Context: an optimization exercise on an open-source flow, tuned for small area. The choices shown serve that exercise and are no tape-out recipe.
Only simulation tests tie the RTL to the original design; equivalence was not proved.
Power figures rest on the tool's default switching activity, not on a simulated workload.

**design/flow/design.v**
```verilog
module regfile_ext_sb (
    input  logic        clk,
    input  logic        rst_n,
    input  logic        we,
    input  logic [2:0]  wmode,
    input  logic [4:0]  waddr,
    input  logic [31:0] wdata,
    input  logic [1:0]  byte_off,
    input  logic [31:0] pc,
    input  logic [9:0]  raddr,
    output logic [63:0] rdata,
    input  logic        issue_ld,
    input  logic [4:0]  ld_rd,
    output logic [31:0] busy,
    output logic        stall,
    output logic        misalign
);
    logic [31:0] regs_q [1:31];
    logic [31:1] busy_q;
    logic        misalign_q;
    logic [31:0] wv;
    logic        legal, misal;
    rf_wval u_wval (
        .wmode(wmode), .wdata(wdata), .byte_off(byte_off), .pc(pc),
        .wv(wv), .legal(legal), .misal(misal)
    );
    logic [31:1] wrow, hrow;
    rf_wdec u_wdec (
        .en(we & legal), .rst_n(rst_n), .a(waddr), .wrow(wrow), .hrow(hrow)
    );
    for (genvar i = 1; i < 32; i++) begin : g_reg
        logic [31:0] nxt;
        for (genvar b = 0; b < 32; b++) begin : g_bit
            rf_hold u_hold (.q(regs_q[i][b]), .h(hrow[i]), .d(wv[b]), .w(wrow[i]), .y(nxt[b]));
        end
        always_ff @(posedge clk) begin
            regs_q[i] <= nxt;
        end
    end
    logic [31:1] busy_d;
    rf_sb u_sb (
        .issue_ld(issue_ld), .rst_n(rst_n), .ld_rd(ld_rd), .busy_q(busy_q),
        .hrow(hrow), .busy_d(busy_d)
    );
    always_ff @(posedge clk) begin
        busy_q     <= busy_d;
        misalign_q <= rst_n && we && misal;
    end
    logic [1:0] st;
    for (genvar k = 0; k < 2; k++) begin : g_port
        logic [31:0] s;
        rf_rdec u_rdec (
            .en(we & legal), .a(raddr[5*k +: 5]), .waddr(waddr), .busy_q(busy_q),
            .s(s), .st(st[k])
        );
        for (genvar b = 0; b < 32; b++) begin : g_bit
            logic [31:0] d;
            assign d[0] = wv[b];
            for (genvar i = 1; i < 32; i++) begin : g_d
                assign d[i] = regs_q[i][b];
            end
            rf_sel32 u_sel (.d(d), .s(s), .y(rdata[32*k+b]));
        end
    end
    assign stall    = |st;
    assign busy     = {busy_q, 1'b0};
    assign misalign = misalign_q;
endmodule
module rf_wval (
    input  logic [2:0]  wmode,
    input  logic [31:0] wdata,
    input  logic [1:0]  byte_off,
    input  logic [31:0] pc,
    output logic [31:0] wv,
    output logic        legal,
    output logic        misal
);
    logic m0, m1, m3, m5, mh;
    assign m0 = (wmode == 3'd0);
    assign m1 = (wmode == 3'd1);
    assign m3 = (wmode == 3'd3);
    assign m5 = (wmode == 3'd5);
    assign mh = (wmode == 3'd3) || (wmode == 3'd4);
    assign legal = (m0 && byte_off == 2'd0) || (wmode == 3'd1) || (wmode == 3'd2) ||
                   (mh && !byte_off[0]) || m5;
    assign misal = (m0 && byte_off != 2'd0) || (mh && byte_off[0]);
    logic [31:2] pc4;
    rf_inc u_inc (.a(pc[31:2]), .y(pc4));
    logic [3:0] lane;
    logic       mw, ma, mb;
    logic       sign8, sign16, ext8_n, ext16;
    assign lane   = {4{!m5}} & (4'b0001 << byte_off);
    assign mw     = m0 | mh;
    assign ma     = mw & !byte_off[1];
    assign mb     = mw & byte_off[1];
    assign sign8  = wdata[8*byte_off + 7];
    assign sign16 = wdata[16*byte_off[1] + 15];
    assign ext8_n = !(m1 & sign8);
    assign ext16  = (m1 & sign8) | (m3 & sign16);
    for (genvar b = 0; b < 8; b++) begin : g_lo
        logic p;
        if (b < 2) begin : g_p
            assign p = pc[b];
        end else begin : g_p
            assign p = pc4[b];
        end
        rf_sel5 u_sel (
            .d({p, wdata[b+24], wdata[b+16], wdata[b+8], wdata[b]}),
            .s({m5, lane}), .y(wv[b])
        );
    end
    for (genvar b = 8; b < 16; b++) begin : g_mid
        rf_sel3e u_sel (
            .d({pc4[b], wdata[b+16], wdata[b]}), .s({m5, mb, ma}), .e_n(ext8_n), .y(wv[b])
        );
    end
    for (genvar b = 16; b < 32; b++) begin : g_hi
        rf_sel2e u_sel (
            .d({pc4[b], wdata[b]}), .s({m5, m0}), .e(ext16), .y(wv[b])
        );
    end
endmodule
module rf_inc (
    input  logic [29:0] a,
    output logic [29:0] y
);
    logic [16:0] c;
    assign c[0] = 1'b1;
    for (genvar j = 0; j < 16; j++) begin : g_lo
        assign y[j]   = a[j] ^ c[j];
        assign c[j+1] = a[j] & c[j];
    end
    logic [29:16] h;
    assign h[16] = 1'b1;
    for (genvar j = 16; j < 29; j++) begin : g_h
        assign h[j+1] = a[j] & h[j];
    end
    for (genvar j = 16; j < 30; j++) begin : g_hi
        assign y[j] = a[j] ^ (c[16] & h[j]);
    end
endmodule
module rf_sel5 (
    input  logic [4:0] d,
    input  logic [4:0] s,
    output logic       y
);
    assign y = |(d & s);
endmodule
module rf_sel3e (
    input  logic [2:0] d,
    input  logic [2:0] s,
    input  logic       e_n,
    output logic       y
);
    assign y = ~(~|(d & s) & e_n);
endmodule
module rf_sel2e (
    input  logic [1:0] d,
    input  logic [1:0] s,
    input  logic       e,
    output logic       y
);
    assign y = |(d & s) | e;
endmodule
module rf_pre2n (
    input  logic [1:0] a,
    output logic [3:0] y_n
);
    assign y_n = ~(4'b0001 << a);
endmodule
module rf_pre3n (
    input  logic [2:0] a,
    input  logic       en,
    output logic [7:0] y_n
);
    assign y_n = ~({7'd0, en} << a);
endmodule
module rf_nor2 (
    input  logic a,
    input  logic b,
    output logic y
);
    assign y = ~(a | b);
endmodule
module rf_wdec (
    input  logic        en,
    input  logic        rst_n,
    input  logic [4:0]  a,
    output logic [31:1] wrow,
    output logic [31:1] hrow
);
    logic [3:0] lo_n;
    logic [7:0] hi_n;
    rf_pre2n u_lo (.a(a[1:0]), .y_n(lo_n));
    rf_pre3n u_hi (.a(a[4:2]), .en(en & rst_n), .y_n(hi_n));
    for (genvar i = 1; i < 32; i++) begin : g_row
        rf_nor2 u_w (.a(lo_n[i%4]), .b(hi_n[i/4]), .y(wrow[i]));
        rf_nor2 u_h (.a(wrow[i]), .b(~rst_n), .y(hrow[i]));
    end
endmodule
module rf_pre2 (
    input  logic [1:0] a,
    output logic [3:0] y
);
    assign y = 4'b0001 << a;
endmodule
module rf_pre3 (
    input  logic [2:0] a,
    input  logic       en,
    output logic [7:0] y
);
    assign y = {7'd0, en} << a;
endmodule
module rf_sb (
    input  logic        issue_ld,
    input  logic        rst_n,
    input  logic [4:0]  ld_rd,
    input  logic [31:1] busy_q,
    input  logic [31:1] hrow,
    output logic [31:1] busy_d
);
    logic [3:0] lo;
    logic [7:0] hi;
    rf_pre2 u_lo (.a(ld_rd[1:0]), .y(lo));
    rf_pre3 u_hi (.a(ld_rd[4:2]), .en(issue_ld & rst_n), .y(hi));
    for (genvar i = 1; i < 32; i++) begin : g_row
        rf_hold u_b (.q(busy_q[i]), .h(hrow[i]), .d(lo[i%4]), .w(hi[i/4]), .y(busy_d[i]));
    end
endmodule
module rf_rdec (
    input  logic        en,
    input  logic [4:0]  a,
    input  logic [4:0]  waddr,
    input  logic [31:1] busy_q,
    output logic [31:0] s,
    output logic        st
);
    logic byp;
    assign byp  = en && (a != 5'd0) && (waddr == a);
    assign s[0] = byp;
    logic [3:0] lo_n, lo;
    logic [7:0] hi_n, hi;
    rf_pre2n u_lon (.a(a[1:0]), .y_n(lo_n));
    rf_pre3n u_hin (.a(a[4:2]), .en(!byp), .y_n(hi_n));
    for (genvar i = 1; i < 32; i++) begin : g_row
        rf_nor2 u_s (.a(lo_n[i%4]), .b(hi_n[i/4]), .y(s[i]));
    end
    rf_pre2 u_lo (.a(a[1:0]), .y(lo));
    assign hi = 8'b0000_0001 << a[4:2];
    logic [7:0] t;
    rf_sel3 u_t0 (.d(busy_q[3:1]), .s(lo[3:1]), .y(t[0]));
    for (genvar h = 1; h < 8; h++) begin : g_grp
        rf_sel4 u_t (.d(busy_q[4*h +: 4]), .s(lo), .y(t[h]));
    end
    rf_sel8 u_st (.d(t), .s(hi), .y(st));
endmodule
module rf_sel3 (
    input  logic [2:0] d,
    input  logic [2:0] s,
    output logic       y
);
    assign y = |(d & s);
endmodule
module rf_sel4 (
    input  logic [3:0] d,
    input  logic [3:0] s,
    output logic       y
);
    assign y = |(d & s);
endmodule
module rf_sel8 (
    input  logic [7:0] d,
    input  logic [7:0] s,
    output logic       y
);
    assign y = |(d & s);
endmodule
module rf_hold (
    input  logic q,
    input  logic h,
    input  logic d,
    input  logic w,
    output logic y
);
    assign y = (q & h) | (d & w);
endmodule
module rf_sel32 (
    input  logic [31:0] d,
    input  logic [31:0] s,
    output logic        y
);
    logic [9:0] t;
    for (genvar g = 0; g < 10; g++) begin : g_aoi
        rf_aoi222 u_aoi (.d(d[3*g +: 3]), .s(s[3*g +: 3]), .y(t[g]));
    end
    rf_tail u_tail (.t(t), .d(d[31:30]), .s(s[31:30]), .y(y));
endmodule
module rf_aoi222 (
    input  logic [2:0] d,
    input  logic [2:0] s,
    output logic       y
);
    assign y = ~|(d & s);
endmodule
module rf_tail (
    input  logic [9:0] t,
    input  logic [1:0] d,
    input  logic [1:0] s,
    output logic       y
);
    logic [2:0] n;
    rf_nand4 u_n0 (.a(t[3:0]), .y(n[0]));
    rf_nand4 u_n1 (.a(t[7:4]), .y(n[1]));
    rf_nand2aoi u_n2 (.t(t[9:8]), .d(d), .s(s), .y(n[2]));
    rf_or3 u_or (.a(n), .y(y));
endmodule
module rf_nand4 (
    input  logic [3:0] a,
    output logic       y
);
    assign y = ~&a;
endmodule
module rf_nand2aoi (
    input  logic [1:0] t,
    input  logic [1:0] d,
    input  logic [1:0] s,
    output logic       y
);
    assign y = ~(&t & ~|(d & s));
endmodule
module rf_or3 (
    input  logic [2:0] a,
    output logic       y
);
    assign y = |a;
endmodule
```
**design/flow/flow/run.sh**
```bash
#!/bin/bash
set -euo pipefail
cd "$(dirname "$0")/.."
export BUFFER_PORTS_ARGS="-buffer_cell sky130_fd_sc_hd__buf_1"
export CTS_ARGS="-sink_clustering_enable -repair_clock_nets -buf_list {sky130_fd_sc_hd__clkbuf_8 sky130_fd_sc_hd__clkbuf_16} -dont_use_dummy_load -sink_clustering_size 25 -sink_clustering_max_diameter 70"
bash standard.sh finish > flow_make.log 2>&1
```
**design/flow/standard.sh**
```bash
#!/bin/bash
# synth_recipe.tcl (not shown) runs the flow's synth.tcl, then flattens the netlist and writes it again
# the make line also repeats each setting of config.mk as NAME=value (left out here)
make -C /OpenROAD-flow-scripts/flow DESIGN_CONFIG=/design/flow/config.mk WORK_HOME=/design/flow/orfs CLKGATE_MAP_FILE= SYNTH_SCRIPT=/design/flow/synth_recipe.tcl "${@:-finish}"
```
**design/flow/config.mk**
```make
export PLATFORM = sky130hd
export DESIGN_NAME = regfile_ext_sb
export DESIGN_NICKNAME = regfile_ext_sb
export VERILOG_FILES = /design/flow/design.v
export SDC_FILE = /design/flow/constraint.sdc
export NUM_CORES = 4
export LEC_CHECK = 0
export CAP_MARGIN = 20
export CORE_MARGIN = 2
export CORE_UTILIZATION = 40
export SLEW_MARGIN = 20
export SYNTH_HIERARCHICAL = 1
export SYNTH_MINIMUM_KEEP_SIZE = 0
```
**design/flow/constraint.sdc**
```tcl
create_clock -name core_clock -period 10.0 [get_ports {clk}]
set_input_delay 2.0000 -clock core_clock [delete_from_list [all_inputs] [get_ports {clk}]]
set_output_delay 2.0000 -clock core_clock [all_outputs]
set_load 0.01 [all_outputs]
```
==> results.yml, run 1 <==
status:
  run_status: "no timing/DRC/antenna violations"
pwr:
  peakVddDrop_uv: 110.7
  comb_power_share_pct: 8.9
  power.share.clock_pct: 33.5
  seq_power_share_pct: 57.6
  p_int_mw: 5.186
  pwr_density_cell_nw_per_um2: 152.3
  sw_frac_of_total_pct: 27.22
  power_switching_mw: 1.939
  leakagePower_nw: 16.35
detailed_routing:
  wl_mm: 209.9
  via_count: 42410
  wl_per_cell_um: 40.26
  drt-pass1-iter-count: 14
  vias_per_cell: 8.136
  drc: 0
  ant_nets: 0
  drt_iter0_drc: 9786
yosys:
  synth_nets: 3552
  netlist_area_um2: 40770
  async_reset_ff_share_pct: 0
  seq_area_frac_synth_pct: 50.29
  ys.warnings.count: 9
  synth_edf_count: 0
  ys_ff_latch: 1024
  synth_area_per_cell_um2: 11.84
  synthCells: 3443
  ys_types: 53
  ys.flop_type: "dfxtp_1"
job:
  cap_violations: 0
global_route:
  grt_max_degree: 37
  grt_pass1_wl_mm: 291.2
  antenna_found_initial: 18
  grt_pass1_vias: 38810
  track_usage_pct: 38.32
  globalRoute.totalOverflow: 0
die:
  start_util_pct: 40.18
  core_area_um2: 101400
  die_w_um: 323.2
  die_area_um2: 104500
  die_h_um: 323.2
  ioPinCount: 191
  rows: 117
cts:
  h-tree-depth: 2
  clockRootBuffer: "clkbuf_16"
  cts_resized: 0
  clk_latency_ns: 0.71
  cts_setup_buffers: 0
  clock_sinks: 1024
  clkTransAtPathRegs_ns: 0.06
  tritoncts.num_buffers: 56
  holdBufCountCts: 0
  cts.path.max_buffers: 3
  cts_tree: "yes"
timing:
  setup_violations: 0
  period_share_pct: 91.47
  finClkSkew_ns: 0
  maxSlewHeadroom_pct: 11.38
  final.setup.tns_ns: 0
  max_slew.worst_pin.slew_ns: 1.329
  maxSlewViolCount: 0
  fmax_ghz: 0.1093
  finalHoldViolations: 0
  grt_setup_unrepaired: "no"
  min_period_ns: 9.147
hold_path:
  min_path_type: "register to register"
  hp-start: "regs_q[27][1]$_DFF_P_"
  whs_path_depth: 1
placed_design:
  gp_congestion: 0.9494
  dp_hpwl_mm: 123.1
  portBuffers: 189
  place_inst: 5141
setup_path:
  path_class: "primary input to output pin"
  cp.required_ns: 8.00
  crit_path_max_fanout: 15
  cp-end-kind: "output pin"
  reg2reg_from: "busy_q[17]$_DFF_P_"
  arrival_ns: 7.15
  startpoint: "pc[2]"
  worstRegToRegCells: 1
  worst_setup_path_start_kind: "primary input"
layout:
  layout-drive-gt1-share_pct: 9.726
  area_growth_pct: 14.79
  nets: 3946
  finalNonFillerCells: 5213
## power groups by stage
stage	logic, mW	clock network [mW]	registers [mW]
final	0.634	2.39	4.10
after global routing	0.625	2.51	4.10
after CTS	0.587	2.38	4.10
after detailed placement	0.586	0	4.20
after global placement	0.585	0	4.20
after floorplan	0.242	0	4.19
## cells by family (layout without fill, tap and decap cells)
kind of cell	count (synthesis)	in the layout	share of synthesized area [%]
XOR/XNOR	24	24	0.5893
multiplexers	2	2	0.07980
AO/OA/AOI/OAI	1813	1813	40.64
AND/OR/NAND/NOR	544	544	7.532
flip-flops	1024	1024	50.29
adder cells (fa/ha/maj)	16	16	0.4911
other	1	11	0.009199
buffers and inverters	19	411	0.3683
## Yosys stat by module (local to each module, per instance), a selection
module       cells  times used  area, um^2  flip-flops and latches
rf_hold          1        1023       8.758                       0
rf_inc          51           1       442.9                       0
rf_nand2aoi      2          64       12.51                       0
rf_nand4         1         128       6.256                       0
rf_or3           1          64       6.256                       0
rf_pre2          4           3       26.28                       0
rf_pre3          8           1       96.34                       0
rf_pre3n         8           3       76.32                       0
rf_sb            1           1       6.256                       0
rf_sel2e         1          16       10.01                       0
rf_sel3e         3           8       16.27                       0
rf_sel5          3           8       21.27                       0
rf_wdec          2           1       10.01                       0
## critical path: stages
cell and delay (ns):
buf_1 0.09, ha_1 0.19, ha_1 0.18, ha_1 0.18
ha_1 0.18, ha_1 0.18, ha_1 0.18, ha_1 0.18
ha_1 0.18, ha_1 0.18, ha_1 0.18, ha_1 0.19
ha_1 0.18, ha_1 0.18, ha_1 0.18, ha_1 0.26
nand4_4 0.23, nor4_1 0.10, xor2_1 0.15, a221o_1 0.63
a222oi_1 0.50, nand4_1 0.14, or3_1 0.38, buf_1 0.14
## cell type report
| class | count | area, um^2 |
|---|---|---|
| sequential | 1024 | 20500 |
| clock buffer | 56 | 1401 |
| tap | 1368 | 1712 |
| timing repair buffer | 349 | 2063 |
| inverter | 6 | 22.52 |
| antenna | 10 | 25.02 |
| multi-input combinational | 2400 | 21070 |
| fill | 9418 | 54650 |
## routing by layer
layer | GRT usage [%] | share of wire, % | routed length [um]
met4 | 21.04 | 6.8 | 14190
met2 | 54.44 | 40 | 84700
met3 | 15.13 | 16 | 34390
met5 | 0.8333 | 0.12 | 259
met1 | 49.31 | 36 | 76360
## synthesized netlist by cell type (3+ instances only)
master | count | area share (%)
or3_1 | 66 | 1.0
and4bb_2 | 3 | 0.092
nand2_1 | 41 | 0.38
ha_1 | 16 | 0.49
nor2b_1 | 4 | 0.061
and4b_2 | 3 | 0.083
nor3b_1 | 8 | 0.15
nand4b_1 | 9 | 0.19
inv_1 | 6 | 0.055
buf_6 | 8 | 0.22
or4b_1 | 3 | 0.074
nand4bb_1 | 9 | 0.25
or2_1 | 4 | 0.061
nor2_1 | 133 | 1.2
a221o_1 | 16 | 0.39
nand3_1 | 77 | 0.95
a22o_1 | 1023 | 22
xor2_1 | 8 | 0.17
xnor2_1 | 12 | 0.26
nand4_1 | 137 | 2.1
and3_1 | 3 | 0.046
and3b_1 | 6 | 0.13
a222oi_1 | 650 | 16
and2_2 | 3 | 0.055
xnor2_2 | 4 | 0.16
nand2b_1 | 6 | 0.092
nor3_1 | 7 | 0.086
buf_4 | 5 | 0.092
and2_1 | 3 | 0.046
nor4_1 | 3 | 0.046
a22oi_1 | 116 | 2.1
dfxtp_1 | 1024 | 50
and2b_2 | 3 | 0.064
## placed cells by master, fill, tap and decap left out, types with 5 or more instances in the layout
| master | instances |
|---|---|
| dfxtp_1 | 1024 |
| a22o_1 | 1023 |
| a222oi_1 | 650 |
| buf_1 | 189 |
| buf_4 | 151 |
| nand4_1 | 137 |
| nor2_4 | 124 |
| a22oi_1 | 116 |
| nand3_1 | 76 |
| or3_1 | 66 |
| clkbuf_16 | 56 |
| nand2_1 | 41 |
| a221o_1 | 16 |
| ha_1 | 16 |
| xnor2_1 | 12 |
| diode_2 | 10 |
| nor2_1 | 9 |
| nand4b_1 | 9 |
| nand4bb_1 | 9 |
| nor3b_1 | 8 |
| xor2_1 | 8 |
| and3b_1 | 6 |
| nand2b_1 | 6 |
| buf_16 | 6 |
| inv_1 | 5 |
## sequential cells by signal, indices dropped and copies added, names as in the netlist
| signal | cells |
|---|---|
| misalign_q | 1 |
| busy_q | 31 |
| regs_q | 992 |
## through the flow
| step | instance area (um^2) | total power, mW | setup WS (ns) | hold slack (ns) | util [%] |
|---|---|---|---|---|---|
| 2_1_floorplan | 40770 | 4.435 | 1.456 | 0.4769 | - |
| 6_report | 46800 | 7.126 | 0.8531 | 0.5129 | 46.13 |
| 4_1_cts | 46630 | 7.072 | 0.8936 | 0.5129 | 45.97 |
| 3_3_place_gp | 45150 | 4.780 | 0.9853 | 0.4878 | 44.50 |
| 5_1_grt | 46770 | 7.242 | 0.6729 | 0.5244 | 46.11 |
| 3_5_place_dp | 45230 | 4.782 | 0.8951 | 0.4930 | 44.59 |
## final timing paths
check,endpoint,slack [ns]
worst max register to register,busy_q[17]$_DFF_P_,9.28
worst min-delay path,regs_q[27][1]$_DFF_P_,0.51
worst min register to register,regs_q[27][1]$_DFF_P_,0.51
worst max-delay path,rdata[29],0.85
==> inputs of run 2 (changes only) <==
--- a/design/flow/design.v
+++ b/design/flow/design.v
@@ -26,2 +26,10 @@
     );
+    logic par_q;
+    always_ff @(posedge clk) begin
+        par_q <= rst_n && !par_q;
+    end
+    logic [31:0] wst;
+    for (genvar b = 0; b < 32; b++) begin : g_wst
+        rf_xor2s u_x (.a(wv[b]), .b(par_q), .y(wst[b]));
+    end
     logic [31:1] wrow, hrow;
@@ -33,3 +41,3 @@
         for (genvar b = 0; b < 32; b++) begin : g_bit
-            rf_hold u_hold (.q(regs_q[i][b]), .h(hrow[i]), .d(wv[b]), .w(wrow[i]), .y(nxt[b]));
+            rf_hold u_hold (.q(regs_q[i][b]), .w(wrow[i]), .d(wst[b]), .h(hrow[i]), .y(nxt[b]));
         end
@@ -51,5 +59,6 @@
         logic [31:0] s;
+        logic p;
         rf_rdec u_rdec (
             .en(we & legal), .a(raddr[5*k +: 5]), .waddr(waddr), .busy_q(busy_q),
-            .s(s), .st(st[k])
+            .par(par_q), .s(s), .p(p), .st(st[k])
         );
@@ -57,3 +66,3 @@
             logic [31:0] d;
-            assign d[0] = wv[b];
+            assign d[0] = wst[b];
             for (genvar i = 1; i < 32; i++) begin : g_d
@@ -61,3 +70,3 @@
             end
-            rf_sel32 u_sel (.d(d), .s(s), .y(rdata[32*k+b]));
+            rf_sel32 u_sel (.d(d), .s(s), .p(p), .y(rdata[32*k+b]));
         end
@@ -164,16 +173,19 @@
 endmodule
-module rf_pre2n (
-    input  logic [1:0] a,
-    output logic [3:0] y_n
+module rf_and2 (
+    input  logic a,
+    input  logic b,
+    output logic y
 );
-    assign y_n = ~(4'b0001 << a);
+    assign y = a & b;
 endmodule
-module rf_pre3n (
-    input  logic [2:0] a,
-    input  logic       en,
-    output logic [7:0] y_n
+module rf_xor2s (
+    input  logic a,
+    input  logic b,
+    output logic y
 );
-    assign y_n = ~({7'd0, en} << a);
+    logic x;
+    rf_xnor2 u_x (.a(a), .b(b), .y(x));
+    rf_inv u_i (.a(x), .y(y));
 endmodule
-module rf_nor2 (
+module rf_xnor2 (
     input  logic a,
@@ -182,3 +194,9 @@
 );
-    assign y = ~(a | b);
+    assign y = ~(a ^ b);
+endmodule
+module rf_inv (
+    input  logic a,
+    output logic y
+);
+    assign y = ~a;
 endmodule
@@ -191,11 +209,21 @@
 );
-    logic [3:0] lo_n;
-    logic [7:0] hi_n;
-    rf_pre2n u_lo (.a(a[1:0]), .y_n(lo_n));
-    rf_pre3n u_hi (.a(a[4:2]), .en(en & rst_n), .y_n(hi_n));
+    logic [3:0] lo;
+    logic [7:0] hie, hi;
+    rf_pre2 u_lo (.a(a[1:0]), .y(lo));
+    rf_pre3 u_hie (.a(a[4:2]), .en(en), .y(hie));
+    rf_pre3 u_hi (.a(a[4:2]), .en(en & rst_n), .y(hi));
     for (genvar i = 1; i < 32; i++) begin : g_row
-        rf_nor2 u_w (.a(lo_n[i%4]), .b(hi_n[i/4]), .y(wrow[i]));
-        rf_nor2 u_h (.a(wrow[i]), .b(~rst_n), .y(hrow[i]));
+        logic wn;
+        rf_nand2 u_wn (.a(lo[i%4]), .b(hie[i/4]), .y(wn));
+        rf_nand2 u_w (.a(wn), .b(rst_n), .y(wrow[i]));
+        rf_nand2 u_h (.a(lo[i%4]), .b(hi[i/4]), .y(hrow[i]));
     end
 endmodule
+module rf_nand2 (
+    input  logic a,
+    input  logic b,
+    output logic y
+);
+    assign y = ~(a & b);
+endmodule
 module rf_pre2 (
@@ -226,3 +254,3 @@
     for (genvar i = 1; i < 32; i++) begin : g_row
-        rf_hold u_b (.q(busy_q[i]), .h(hrow[i]), .d(lo[i%4]), .w(hi[i/4]), .y(busy_d[i]));
+        rf_busy u_b (.q(busy_q[i]), .h(hrow[i]), .r(rst_n), .d(lo[i%4]), .w(hi[i/4]), .y(busy_d[i]));
     end
@@ -234,3 +262,5 @@
     input  logic [31:1] busy_q,
+    input  logic        par,
     output logic [31:0] s,
+    output logic        p,
     output logic        st
@@ -240,10 +270,10 @@
     assign s[0] = byp;
-    logic [3:0] lo_n, lo;
-    logic [7:0] hi_n, hi;
-    rf_pre2n u_lon (.a(a[1:0]), .y_n(lo_n));
-    rf_pre3n u_hin (.a(a[4:2]), .en(!byp), .y_n(hi_n));
+    assign p    = par && (a != 5'd0);
+    logic [3:0] lo;
+    logic [7:0] hib, hi;
+    rf_pre2 u_lo (.a(a[1:0]), .y(lo));
+    rf_pre3 u_hib (.a(a[4:2]), .en(!byp), .y(hib));
     for (genvar i = 1; i < 32; i++) begin : g_row
-        rf_nor2 u_s (.a(lo_n[i%4]), .b(hi_n[i/4]), .y(s[i]));
+        rf_and2 u_s (.a(lo[i%4]), .b(hib[i/4]), .y(s[i]));
     end
-    rf_pre2 u_lo (.a(a[1:0]), .y(lo));
     assign hi = 8'b0000_0001 << a[4:2];
@@ -279,3 +309,13 @@
     input  logic q,
+    input  logic w,
+    input  logic d,
     input  logic h,
+    output logic y
+);
+    assign y = ~((q | w) & (d | h));
+endmodule
+module rf_busy (
+    input  logic q,
+    input  logic h,
+    input  logic r,
     input  logic d,
@@ -284,3 +324,3 @@
 );
-    assign y = (q & h) | (d & w);
+    assign y = (q & h & r) | (d & w);
 endmodule
@@ -289,2 +329,3 @@
     input  logic [31:0] s,
+    input  logic        p,
     output logic        y
@@ -295,3 +336,3 @@
     end
-    rf_tail u_tail (.t(t), .d(d[31:30]), .s(s[31:30]), .y(y));
+    rf_tail u_tail (.t(t), .d(d[31:30]), .s(s[31:30]), .p(p), .y(y));
 endmodule
@@ -308,2 +349,3 @@
     input  logic [1:0] s,
+    input  logic       p,
     output logic       y
@@ -314,3 +356,3 @@
     rf_nand2aoi u_n2 (.t(t[9:8]), .d(d), .s(s), .y(n[2]));
-    rf_or3 u_or (.a(n), .y(y));
+    rf_or3x u_or (.a(n), .p(p), .y(y));
 endmodule
@@ -330,2 +372,11 @@
 endmodule
+module rf_or3x (
+    input  logic [2:0] a,
+    input  logic       p,
+    output logic       y
+);
+    logic o;
+    rf_or3 u_or (.a(a), .y(o));
+    rf_xor2 u_xor (.a(o), .b(p), .y(y));
+endmodule
 module rf_or3 (
@@ -336 +387,8 @@
 endmodule
+module rf_xor2 (
+    input  logic a,
+    input  logic b,
+    output logic y
+);
+    assign y = a ^ b;
+endmodule
--- a/design/flow/config.mk
+++ b/design/flow/config.mk
@@ -9,3 +9,3 @@
 export CORE_MARGIN = 2
-export CORE_UTILIZATION = 40
+export CORE_UTILIZATION = 30
 export SLEW_MARGIN = 20
==> results.yml, run 2 <==
pwr:
  comb_power_share_pct: 17.0
  p_int_mw: 5.734
  peakVddDrop_uv: 141.7
  sw_frac_of_total_pct: 31.41
  seq_power_share_pct: 55.6
  power_switching_mw: 2.625
  leakagePower_nw: 16.11
  pwr_density_cell_nw_per_um2: 185.1
  power.share.clock_pct: 27.4
setup_path:
  path_common_cell: "ha_1"
  worstRegToRegCells: 5
  path_class: "primary input to output pin"
  worst_setup_path_start_kind: "primary input"
  cp-end-kind: "output pin"
  max_stage_delay_ns: 0.43
  startpoint: "pc[2]"
  crit_family: "adder cells"
  reg2reg_from: "par_q$_DFF_P_"
  crit_path_max_fanout: 9
  cp_num_buf_inv: 3
  slowest_stage: "or3_1"
  cp.required_ns: 8.00
  arrival_ns: 7.53
  r2r_slack_ns: 7.48
  reg2reg_to: "regs_q[1][17]$_DFF_P_"
detailed_routing:
  wl_mm: 220.7
  drt-pass1-iter-count: 14
  wl_per_cell_um: 38.20
  drc: 0
  drt_iter0_drc: 11700
  ant_nets: 0
  vias_per_cell: 7.757
  via_count: 44810
global_route:
  antenna_found_initial: 31
  grt_max_degree: 67
  grt_pass1_vias: 40890
  globalRoute.totalOverflow: 0
  grt_pass1_wl_mm: 303.9
  track_usage_pct: 30.58
yosys:
  synth_area_per_cell_um2: 10.99
  synthTopCellsByArea: "dfxtp_1 52%, a222oi_1 16%, o22ai_1 16%, a22oi_1 2.2%, nand4_1 2.1%"
  synth.most_common_cell: "dfxtp_1"
  synthCells: 3607
  synth_nets: 3716
  async_reset_ff_share_pct: 0
  ys_types: 51
  synth_top_area_share_pct: 51.75
  synth_edf_count: 0
  ys.warnings.count: 9
  netlist_area_um2: 39650
  ys_top_cells_by_count: "1025 x dfxtp_1, 992 x o22ai_1, 650 x a222oi_1"
  seq_area_frac_synth_pct: 51.75
  ys.flop_type: "dfxtp_1"
  yosysTopAreaCell: "dfxtp_1"
  ys_ff_latch: 1025
cts:
  clock_sinks: 1025
  h-tree-depth: 2
  cts_setup_buffers: 0
  cts_tree: "yes"
  tritoncts.num_buffers: 51
  clockRootBuffer: "clkbuf_16"
  cts.path.max_buffers: 3
  holdBufCountCts: 0
  clkTransAtPathRegs_ns: 0.07
  clk_latency_ns: 0.71
  cts_resized: 0
die:
  die_h_um: 367.5
  die_area_um2: 135100
  start_util_pct: 30.20
  die_w_um: 367.5
  core_area_um2: 131300
  ioPinCount: 191
  rows: 133
layout:
  nets: 4122
  largest_registers: "regs_q: 992 flops, busy_q: 31 flops"
  multi_input_area_um2: 18950
  utilization_pct: 34.39
  final_cell_mix: "1024 x dfxtp_1, 992 x o22ai_1, 650 x a222oi_1"
  final_area_um2: 45160
  regMostFlops: "regs_q"
  largest_reg_flops: 992
  fillerInstances: 13320
  area_growth_pct: 13.89
  seqCellArea_um2: 20520
  final_common_cell: "dfxtp_1"
  layout-drive-gt1-share_pct: 7.978
timing:
  hold_ws_ns: 0.4744
  min_period_ns: 9.526
  fmax_ghz: 0.1050
  period_share_pct: 95.26
  max_slew.worst_pin.slew_ns: 1.342
  grt_setup_unrepaired: "no"
  final.setup.tns_ns: 0
  finClkSkew_ns: 0.08246
  maxSlewHeadroom_pct: 10.55
  finalHoldViolations: 0
  setup_violations: 0
  maxSlewViolCount: 0
placed_design:
  portBuffers: 189
  gp_congestion: 0.9764
  place_area_um2: 43830
  dp_hpwl_mm: 132.6
hold_path:
  holdPathEnd: "regs_q[4][20]$_DFF_P_"
  min_path_type: "register to register"
  whs_path_depth: 1
  hp-start: "regs_q[4][20]$_DFF_P_"
job:
  cap_violations: 0
status:
  run_status: "no timing/DRC/antenna violations"
run 2: cell types whose count changed in the layout (fill, tap and decap cells not counted), sizes merged, moves of 12 or more:
cell and change:
a32o +31, a22o -1023, nor2 -119, and4bb +12, buf +16, inv +31, o22ai +992, xnor2 +24
nand2 +92, and2 +65, and4b +12, xor2 +72
run 2: metrics by stage:
| stage | total power, mW | cells | setup slack (ns) |
|---|---|---|---|
| after floorplan | 5.391 | 3607 | 1.094 |
| after CTS | 8.223 | 5765 | 0.5420 |
| after global routing | 8.520 | 5770 | 0.2091 |
| after global placement | 6.027 | 5714 | 0.6341 |
| after detailed placement | 6.054 | 5714 | 0.5393 |
| final | 8.359 | 5777 | 0.4737 |
run 2: kinds of logic after synthesis:
kind of cell,count (synthesis),share of synthesized area (%)
buffers and inverters,50,0.6217
other,1,0.009458
multiplexers,2,0.08204
XOR/XNOR,120,2.651
flip-flops,1025,51.75
AO/OA/AOI/OAI,1813,35.62
AND/OR/NAND/NOR,580,8.754
adder cells (fa/ha/maj),16,0.5049
run 2: area by class of cell:
| class | count | area share [%] |
|---|---|---|
| timing repair buffer | 366 | 4.525 |
| antenna | 11 | 0.06096 |
| inverter | 37 | 0.3076 |
| sequential | 1025 | 45.44 |
| clock buffer | 51 | 2.826 |
| tap | 1755 | 4.863 |
| multi-input combinational | 2532 | 41.97 |
run 2: per-layer routing:
metal / up-vias / GRT usage, % / wire [um]
met2: 4694 / 39.74 / 81860
met5: - / 1.389 / 506
met4: 42 / 15.83 / 14390
li1: 17310 / - / -
met1: 21660 / 39.16 / 79670
met3: 1105 / 17.56 / 44270
run 2: worst max path at each step:
stage	endpoint	slack (ns)	depth (start not counted)
final	rdata[58]	0.47	27
after global routing	rdata[28]	0.21	27
after CTS	rdata[28]	0.54	27
after detailed placement	rdata[28]	0.54	27
after global placement	rdata[63]	0.63	27
after floorplan	rdata[23]	1.09	25
run 2: modules after synthesis (local to each module, per instance), excerpt:
module | copies in the design | flip-flops and latches | cells inside | cell area (um^2)
rf_xor2 | 64 | 0 | 1 | 8.758
rf_xnor2 | 32 | 0 | 1 | 8.758
rf_sel8 | 2 | 0 | 5 | 36.28
rf_pre2 | 4 | 0 | 4 | 26.28
rf_hold | 992 | 0 | 1 | 6.256
rf_inv | 32 | 0 | 1 | 3.754
rf_busy | 31 | 0 | 1 | 10.01
rf_nand2 | 93 | 0 | 1 | 3.754
rf_wdec | 1 | 0 | 1 | 6.256
rf_and2 | 62 | 0 | 1 | 6.256
run 2: power groups by stage:
stage | Clock, mW | Combinational (mW) | Sequential, mW
global placement | 0 | 1.31 | 4.72
global route | 2.40 | 1.44 | 4.69
floorplan | 0 | 0.717 | 4.67
detailed placement | 0 | 1.32 | 4.73
finish | 2.29 | 1.42 | 4.65
CTS | 2.26 | 1.33 | 4.64
run 2: worst reg2reg max path, stage by stage, from the launching register on:
cell     delay, ns
dfxtp_2       0.56
buf_4         0.59
xnor2_1       0.21
inv_1         0.48
buf_4         0.43
o22ai_1       0.11
==> inputs of run 3 (changes only) <==
--- a/design/flow/design.v
+++ b/design/flow/design.v
@@ -173,8 +173,15 @@
 endmodule
-module rf_and2 (
+module rf_and3 (
     input  logic a,
     input  logic b,
+    input  logic c,
     output logic y
 );
-    assign y = a & b;
+    assign y = a & b & c;
+endmodule
+module rf_dec3 (
+    input  logic [2:0] a,
+    output logic [7:0] y
+);
+    assign y = 8'b0000_0001 << a;
 endmodule
@@ -272,9 +279,10 @@
     logic [3:0] lo;
-    logic [7:0] hib, hi;
+    logic [7:0] hi;
+    logic       nbyp;
+    assign nbyp = !byp;
     rf_pre2 u_lo (.a(a[1:0]), .y(lo));
-    rf_pre3 u_hib (.a(a[4:2]), .en(!byp), .y(hib));
+    rf_dec3 u_hi (.a(a[4:2]), .y(hi));
     for (genvar i = 1; i < 32; i++) begin : g_row
-        rf_and2 u_s (.a(lo[i%4]), .b(hib[i/4]), .y(s[i]));
+        rf_and3 u_s (.a(lo[i%4]), .b(hi[i/4]), .c(nbyp), .y(s[i]));
     end
-    assign hi = 8'b0000_0001 << a[4:2];
     logic [7:0] t;
==> results.yml, run 3 <==
layout:
  nets: 4072
  layout-drive-gt1-share_pct: 7.852
  fillerInstances: 13290
  regMostFlops: "regs_q"
  largest_reg_flops: 992
  area_growth_pct: 13.80
  largest_registers: "regs_q: 992 flops, busy_q: 31 flops"
  final_common_cell: "dfxtp_1"
  final_cell_mix: "1024 x dfxtp_1, 992 x o22ai_1, 650 x a222oi_1"
timing:
  grt_setup_unrepaired: "no"
  finalHoldViolations: 0
  max_slew.worst_pin.slew_ns: 1.382
  fmax_ghz: 0.1032
  min_period_ns: 9.690
  finClkSkew_ns: 0.03955
  setup_violations: 0
  maxSlewHeadroom_pct: 7.876
  final.setup.tns_ns: 0
  maxSlewViolCount: 0
  period_share_pct: 96.90
cts:
  clkTransAtPathRegs_ns: 0.09
  h-tree-depth: 2
  clk_latency_ns: 0.67
  clock_sinks: 1025
  holdBufCountCts: 0
  cts_setup_buffers: 0
  cts_tree: "yes"
  cts.path.max_buffers: 3
  cts_resized: 0
  tritoncts.num_buffers: 49
  clockRootBuffer: "clkbuf_16"
die:
  ioPinCount: 191
  rows: 133
  die_w_um: 366.5
  die_area_um2: 134300
  start_util_pct: 30.10
  die_h_um: 366.5
  core_area_um2: 131000
hold_path:
  min_path_type: "register to register"
yosys:
  ys.flop_type: "dfxtp_1"
  seq_area_frac_synth_pct: 52.06
  synth_xor_area_share_pct: 2.666
  synth_edf_count: 0
  synthMuxAreaShare_pct: 0.08253
  synth_compound_area_share_pct: 35.83
  synthTopCellsByArea: "dfxtp_1 52%, a222oi_1 17%, o22ai_1 16%, a22oi_1 2.2%, nand4_1 2.1%"
  yosysTopAreaCell: "dfxtp_1"
  synth_top_family_by_area: "compound AO/OA/AOI/OAI gates"
  ys_types: 50
  synth_nets: 3692
  ys_top_cells_by_count: "1025 x dfxtp_1, 992 x o22ai_1, 650 x a222oi_1"
  synthCells: 3583
  netlist_area_um2: 39420
  synth_top_area_share_pct: 52.06
  async_reset_ff_share_pct: 0
  ys_ff_latch: 1025
  synth_fa_ha_area_share_pct: 0.5079
  synth.most_common_cell: "dfxtp_1"
  synth_area_per_cell_um2: 11.00
  synthSimpleGateAreaFrac_pct: 8.342
  ys.warnings.count: 9
setup_path:
  reg2reg_to: "regs_q[24][5]$_DFF_P_"
  r2r_slack_ns: 7.43
  max_stage_delay_ns: 0.53
  worst_setup_path_start_kind: "primary input"
  cp.required_ns: 8.00
  slowest_stage: "or3_1"
  path_common_cell: "ha_1"
  cp-end-kind: "output pin"
  worstRegToRegCells: 5
  reg2reg_from: "par_q$_DFF_P_"
  crit_path_max_fanout: 4
  arrival_ns: 7.69
  path_class: "primary input to output pin"
  crit_end: "rdata[55]"
  startpoint: "pc[2]"
detailed_routing:
  drc: 0
  drt_iter0_drc: 11950
  drt-pass1-iter-count: 14
  vias_per_cell: 7.909
  via_count: 45340
  wl_per_cell_um: 39.85
  wl_mm: 228.4
  ant_nets: 0
pwr:
  peakVddDrop_uv: 121.3
  finalPower_mw: 8.298
  leakagePower_nw: 16.11
  pwr_density_cell_nw_per_um2: 185.0
job:
  cap_violations: 0
placed_design:
  portBuffers: 189
  dp_hpwl_mm: 130.9
  gp_congestion: 0.9959
global_route:
  grt_max_degree: 67
  grt_pass1_wl_mm: 310.5
  globalRoute.totalOverflow: 0
  grt_pass1_vias: 40850
  track_usage_pct: 31.70
  antenna_found_initial: 26
status:
  run_status: "no timing/DRC/antenna violations"
[run 3: cell types whose count changed in the layout (fill, tap and decap cells not counted), sizes merged, moves of 6 or more]
cell | before | now
and2 | 71 | 7
and3 | 4 | 66
buf | 365 | 335
xnor2 | 40 | 48
xor2 | 80 | 72
and4b | 15 | 9
and4bb | 15 | 9
diode | 11 | 17
[run 3: cells by family (layout without fill, tap and decap cells)]
kind of cell / after synthesis / after routing
compound gates: 1813 / 1813
xor+xnor: 120 / 120
fa+ha+maj: 16 / 16
buf+inv: 44 / 422
flops: 1025 / 1025
mux: 2 / 2
other cells: 1 / 18
simple gates: 562 / 562
[run 3: stage by stage]
step	worst slack, ns	hold slack, ns	cells	util, %	area [um^2]
2_1_floorplan	1.094	0.4430	3583	-	39420
3_3_place_gp	0.6039	0.4503	5665	33.21	43500
3_5_place_dp	0.4861	0.4593	5667	33.25	43540
4_1_cts	0.5000	0.4747	5716	34.19	44770
5_1_grt	0.09999	0.4852	5724	34.24	44840
6_report	0.3097	0.4773	5733	34.25	44860
[run 3: worst min-delay path by stage]
stage / startpoint / to / slack, ns / cells past startpoint
floorplan: regs_q[12][0]$_DFF_P_ / regs_q[12][0]$_DFF_P_ / 0.44 / 1
global placement: regs_q[6][18]$_DFF_P_ / regs_q[6][18]$_DFF_P_ / 0.45 / 1
detailed placement: regs_q[3][16]$_DFF_P_ / regs_q[3][16]$_DFF_P_ / 0.46 / 1
CTS: regs_q[30][9]$_DFF_P_ / regs_q[30][9]$_DFF_P_ / 0.47 / 1
global route: regs_q[25][22]$_DFF_P_ / regs_q[25][22]$_DFF_P_ / 0.49 / 1
finish: regs_q[30][8]$_DFF_P_ / regs_q[30][8]$_DFF_P_ / 0.48 / 1
[run 3: final cells by class]
| cell class | instances | area, um^2 | area share [%] |
|---|---|---|---|
| Tap cell | 1755 | 2196 | 4.895 |
| Sequential cell | 1025 | 20520 | 45.75 |
| Antenna cell | 17 | 42.54 | 0.09483 |
| Clock buffer | 49 | 1226 | 2.733 |
| Timing Repair Buffer | 336 | 1847 | 4.117 |
| Multi-Input combinational cell | 2514 | 18890 | 42.11 |
| Inverter | 37 | 138.9 | 0.3096 |
[run 3: modules after synthesis, one instance, submodules excluded, excerpt]
module | cells | copies in the design | flops+latches
rf_and3 | 1 | 62 | 0
rf_aoi222 | 1 | 640 | 0
rf_busy | 1 | 31 | 0
rf_dec3 | 8 | 2 | 0
rf_hold | 1 | 992 | 0
rf_inv | 1 | 32 | 0
rf_nand2 | 1 | 93 | 0
rf_rdec | 13 | 2 | 0
rf_sel2e | 1 | 16 | 0
rf_sel4 | 3 | 14 | 0
rf_sel5 | 3 | 8 | 0
rf_sel8 | 5 | 2 | 0
rf_xor2 | 1 | 64 | 0
[run 3: critical path: cells and delay by family]
kind,cells,cell delay [ns]
AOI/OAI and AO/OA,2,0.70
xor gates and xnor gates,3,0.49
adders and majority gates,15,3.07
buffers and inverters,3,0.37
and+or+nand+nor,4,1.03
[run 3: power by group]
part	total, mW	switching (mW)	internal (mW)
Sequential	4.65	0.248	4.40
Clock	2.24	1.36	0.877
Combinational	1.41	0.994	0.419
Total	8.30	2.60	5.70
[run 3: metal layers]
metal / vias to the layer above / global-route usage [%] / wire, um
met5: - / 4.630 / 945
met1: 21850 / 39.31 / 79890
met2: 5021 / 40.37 / 82520
met4: 38 / 18.95 / 17630
li1: 17200 / - / -
met3: 1229 / 19.45 / 47450
==> inputs of run 4 (changes only) <==
--- a/design/flow/design.v
+++ b/design/flow/design.v
@@ -66,3 +66,3 @@
             logic [31:0] d;
-            assign d[0] = wst[b];
+            assign d[0] = wv[b];
             for (genvar i = 1; i < 32; i++) begin : g_d
@@ -187,24 +187,2 @@
 endmodule
-module rf_xor2s (
-    input  logic a,
-    input  logic b,
-    output logic y
-);
-    logic x;
-    rf_xnor2 u_x (.a(a), .b(b), .y(x));
-    rf_inv u_i (.a(x), .y(y));
-endmodule
-module rf_xnor2 (
-    input  logic a,
-    input  logic b,
-    output logic y
-);
-    assign y = ~(a ^ b);
-endmodule
-module rf_inv (
-    input  logic a,
-    output logic y
-);
-    assign y = ~a;
-endmodule
 module rf_wdec (
@@ -277,3 +255,3 @@
     assign s[0] = byp;
-    assign p    = par && (a != 5'd0);
+    assign p    = par && (a != 5'd0) && !byp;
     logic [3:0] lo;
@@ -395,2 +373,24 @@
 endmodule
+module rf_xor2s (
+    input  logic a,
+    input  logic b,
+    output logic y
+);
+    logic x;
+    rf_xnor2 u_x (.a(a), .b(b), .y(x));
+    rf_inv u_i (.a(x), .y(y));
+endmodule
+module rf_xnor2 (
+    input  logic a,
+    input  logic b,
+    output logic y
+);
+    assign y = ~(a ^ b);
+endmodule
+module rf_inv (
+    input  logic a,
+    output logic y
+);
+    assign y = ~a;
+endmodule
 module rf_xor2 (
==> results.yml, run 4 <==
yosys:
  synthTopCellsByArea: "dfxtp_1 52%, a222oi_1 16%, o22ai_1 16%, a22oi_1 2.2%, nand4_1 2.1%"
  ys_top_cells_by_count: "1025 x dfxtp_1, 992 x o22ai_1, 650 x a222oi_1"
  synth_top_area_share_pct: 52.02
  async_reset_ff_share_pct: 0
  netlist_area_um2: 39450
  seq_area_frac_synth_pct: 52.02
  ys_ff_latch: 1025
  ys.warnings.count: 9
  synth.most_common_cell: "dfxtp_1"
  ys.flop_type: "dfxtp_1"
  ys_types: 52
  synth_nets: 3694
  yosysTopAreaCell: "dfxtp_1"
  synth_edf_count: 0
  synthCells: 3585
  synth_area_per_cell_um2: 11.00
detailed_routing:
  drt-pass1-iter-count: 20
  ant_nets: 0
  via_count: 43710
  wl_per_cell_um: 37.48
  drt_iter0_drc: 10490
  vias_per_cell: 7.632
  wl_mm: 214.7
  drc: 0
global_route:
  globalRoute.totalOverflow: 0
  grt_pass1_wl_mm: 298.4
  grt_max_degree: 67
  grt_pass1_vias: 41080
  track_usage_pct: 29.98
  antenna_found_initial: 32
timing:
  fmax_ghz: 0.1045
  final.setup.tns_ns: 0
  grt_setup_unrepaired: "no"
  setup_violations: 0
  max_slew.worst_pin.slew_ns: 1.340
  maxSlewHeadroom_pct: 10.66
  period_share_pct: 95.72
  hold_ws_ns: 0.4687
  post-route-worst-setup-slack_ns: 0.4285
  finClkSkew_ns: 0.06129
  maxSlewViolCount: 0
  finalHoldViolations: 0
  min_period_ns: 9.572
setup_path:
  slowest_stage: "xor2_1"
  arrival_ns: 7.57
  max_stage_delay_ns: 0.48
  crit_end: "rdata[59]"
  reg2reg_from: "par_q$_DFF_P_"
  cp-end-kind: "output pin"
  worstRegToRegCells: 4
  reg2reg_to: "regs_q[23][25]$_DFF_P_"
  r2r_slack_ns: 7.37
  path_common_cell: "ha_1"
  cp.required_ns: 8.00
  startpoint: "pc[2]"
  path_class: "primary input to output pin"
  crit_path_max_fanout: 9
  worst_setup_path_start_kind: "primary input"
cts:
  clock_sinks: 1025
  cts.path.max_buffers: 3
  cts_resized: 0
  clkTransAtPathRegs_ns: 0.06
  clockRootBuffer: "clkbuf_16"
  tritoncts.num_buffers: 61
  clk_latency_ns: 0.74
  h-tree-depth: 2
  holdBufCountCts: 0
  cts_tree: "yes"
  cts_setup_buffers: 0
placed_design:
  place_inst: 5624
  portBuffers: 189
  gp_congestion: 0.8948
  dp_slack_ns: 0.5940
  place_area_um2: 43240
  dp_hpwl_mm: 120.8
layout:
  largest_registers: "regs_q: 992 flops, busy_q: 31 flops"
  regMostFlops: "regs_q"
  nets: 4058
  finalNonFillerCells: 5727
  final_area_um2: 45270
  largest_reg_flops: 992
  utilization_pct: 34.56
  final_cell_mix: "1024 x dfxtp_1, 992 x o22ai_1, 650 x a222oi_1"
  fillerInstances: 13420
  layout-drive-gt1-share_pct: 7.879
  area_growth_pct: 14.75
  final_common_cell: "dfxtp_1"
die:
  core_area_um2: 131000
  die_h_um: 366.6
  rows: 133
  die_w_um: 366.6
  die_area_um2: 134400
  start_util_pct: 30.12
  ioPinCount: 191
status:
  run_status: "no timing/DRC/antenna violations"
pwr:
  seq_power_share_pct: 54.8
  pwr_density_cell_nw_per_um2: 187.3
  peakVddDrop_uv: 136.9
  sw_frac_of_total_pct: 30.34
  comb_power_share_pct: 16.0
  finalPower_mw: 8.479
  leakagePower_nw: 16.09
  p_int_mw: 5.906
  power_switching_mw: 2.573
  power.share.clock_pct: 29.2
hold_path:
  min_path_type: "register to register"
job:
  cap_violations: 0
[run 4: power groups by stage]
stage	clock, mW	sequential (mW)	combinational [mW]
after floorplan	0	4.67	0.709
after global placement	0	4.71	1.23
after detailed placement	0	4.72	1.25
after CTS	2.46	4.63	1.25
after global routing	2.60	4.68	1.39
final	2.48	4.64	1.35
[run 4: logic make-up (layout without fill, tap and decap cells)]
group                    count (synthesis)  count (layout)  synth area share (%)
adder cells (fa/ha/maj)                 16              16                0.5075
multiplexers                             2               2               0.08246
other                                    1              26              0.009506
AO/OA/AOI/OAI                         1817            1817                 35.89
AND/OR/NAND/NOR                        560             560                 8.329
XOR/XNOR                               120             120                 2.664
buffers and inverters                   44             406                0.5043
flip-flops                            1025            1025                 52.02
[run 4: routing by layer]
metal,track usage (%),part of all wire [%]
met1,37.50,36
met2,40.94,39
met3,12.98,16
met4,20.67,8.3
met5,1.140,0.21
[run 4: Yosys stat by module (local to each module, per instance), a selection]
module | flip-flops and latches | cells
rf_sel3e | 0 | 3
rf_or3 | 0 | 1
rf_hold | 0 | 1
rf_nand2aoi | 0 | 2
rf_nand2 | 0 | 1
rf_dec3 | 0 | 8
[run 4: how the worst min path moves through the flow]
stage / slack, ns / end / cells after the start / start
after floorplan: 0.44 / regs_q[12][0]$_DFF_P_ / 1 / regs_q[12][0]$_DFF_P_
after global placement: 0.45 / regs_q[27][0]$_DFF_P_ / 1 / regs_q[27][0]$_DFF_P_
after detailed placement: 0.46 / regs_q[9][25]$_DFF_P_ / 1 / regs_q[9][25]$_DFF_P_
after CTS: 0.47 / regs_q[30][8]$_DFF_P_ / 1 / regs_q[30][8]$_DFF_P_
after global routing: 0.48 / regs_q[29][8]$_DFF_P_ / 1 / regs_q[29][8]$_DFF_P_
final: 0.47 / regs_q[30][8]$_DFF_P_ / 1 / regs_q[30][8]$_DFF_P_
[run 4: cell type report]
| cell class | count | area [um^2] | area share, % |
|---|---|---|---|
| Clock buffer | 61 | 1526 | 3.372 |
| Multi-Input combinational cell | 2516 | 18930 | 41.83 |
| Timing Repair Buffer | 308 | 1889 | 4.174 |
| Antenna cell | 25 | 62.56 | 0.1382 |
| Inverter | 37 | 138.9 | 0.3068 |
| Tap cell | 1755 | 2196 | 4.851 |
| Sequential cell | 1025 | 20520 | 45.33 |
[run 4: critical path: cells and delay by family]
| kind | cells | cell delay (ns) |
|---|---|---|
| AOI/OAI and AO/OA | 2 | 0.84 |
| xor gates and xnor gates | 2 | 0.65 |
| adders and majority gates | 15 | 2.91 |
| buffers and inverters | 2 | 0.30 |
| and+or+nand+nor | 4 | 0.88 |

[separate check: timing with driven ports]
How much do the figures lean on ideal ports? The routed layouts below were timed once more, with nothing changed but the port constraints.
Step 1 sets driving cells, clkbuf_16 on the clock port and buf_2 on the other inputs (assumed; they add their load-dependent delay and slew).
Step 2 times the ports against the registers' clock, not the clock port: input delays grow and output delays shrink by t, the midpoint of the rising clock arrivals with the driver on.
Slacks: ideal / step 1 / step 2; pairs: ideal / step 1.
| run | shift t [ns] | slack for setup (ns) | cell pins on the clock port's net |
|---|---|---|---|
| run 1 | 0.748 | 0.853 / 0.829 / 0.829 | 1 |
| run 2 | 0.750 | 0.474 / 0.452 / 0.452 | 1 |
| run 3 | 0.746 | 0.310 / 0.287 / 0.287 | 1 |
| run 4 | 0.762 | 0.428 / 0.405 / 0.405 | 1 |
After both steps setup and hold are still met in every run listed. For run 1, which loses most, drivers alone change the setup slack by -0.024 ns; drivers and shift together by -0.024 ns.
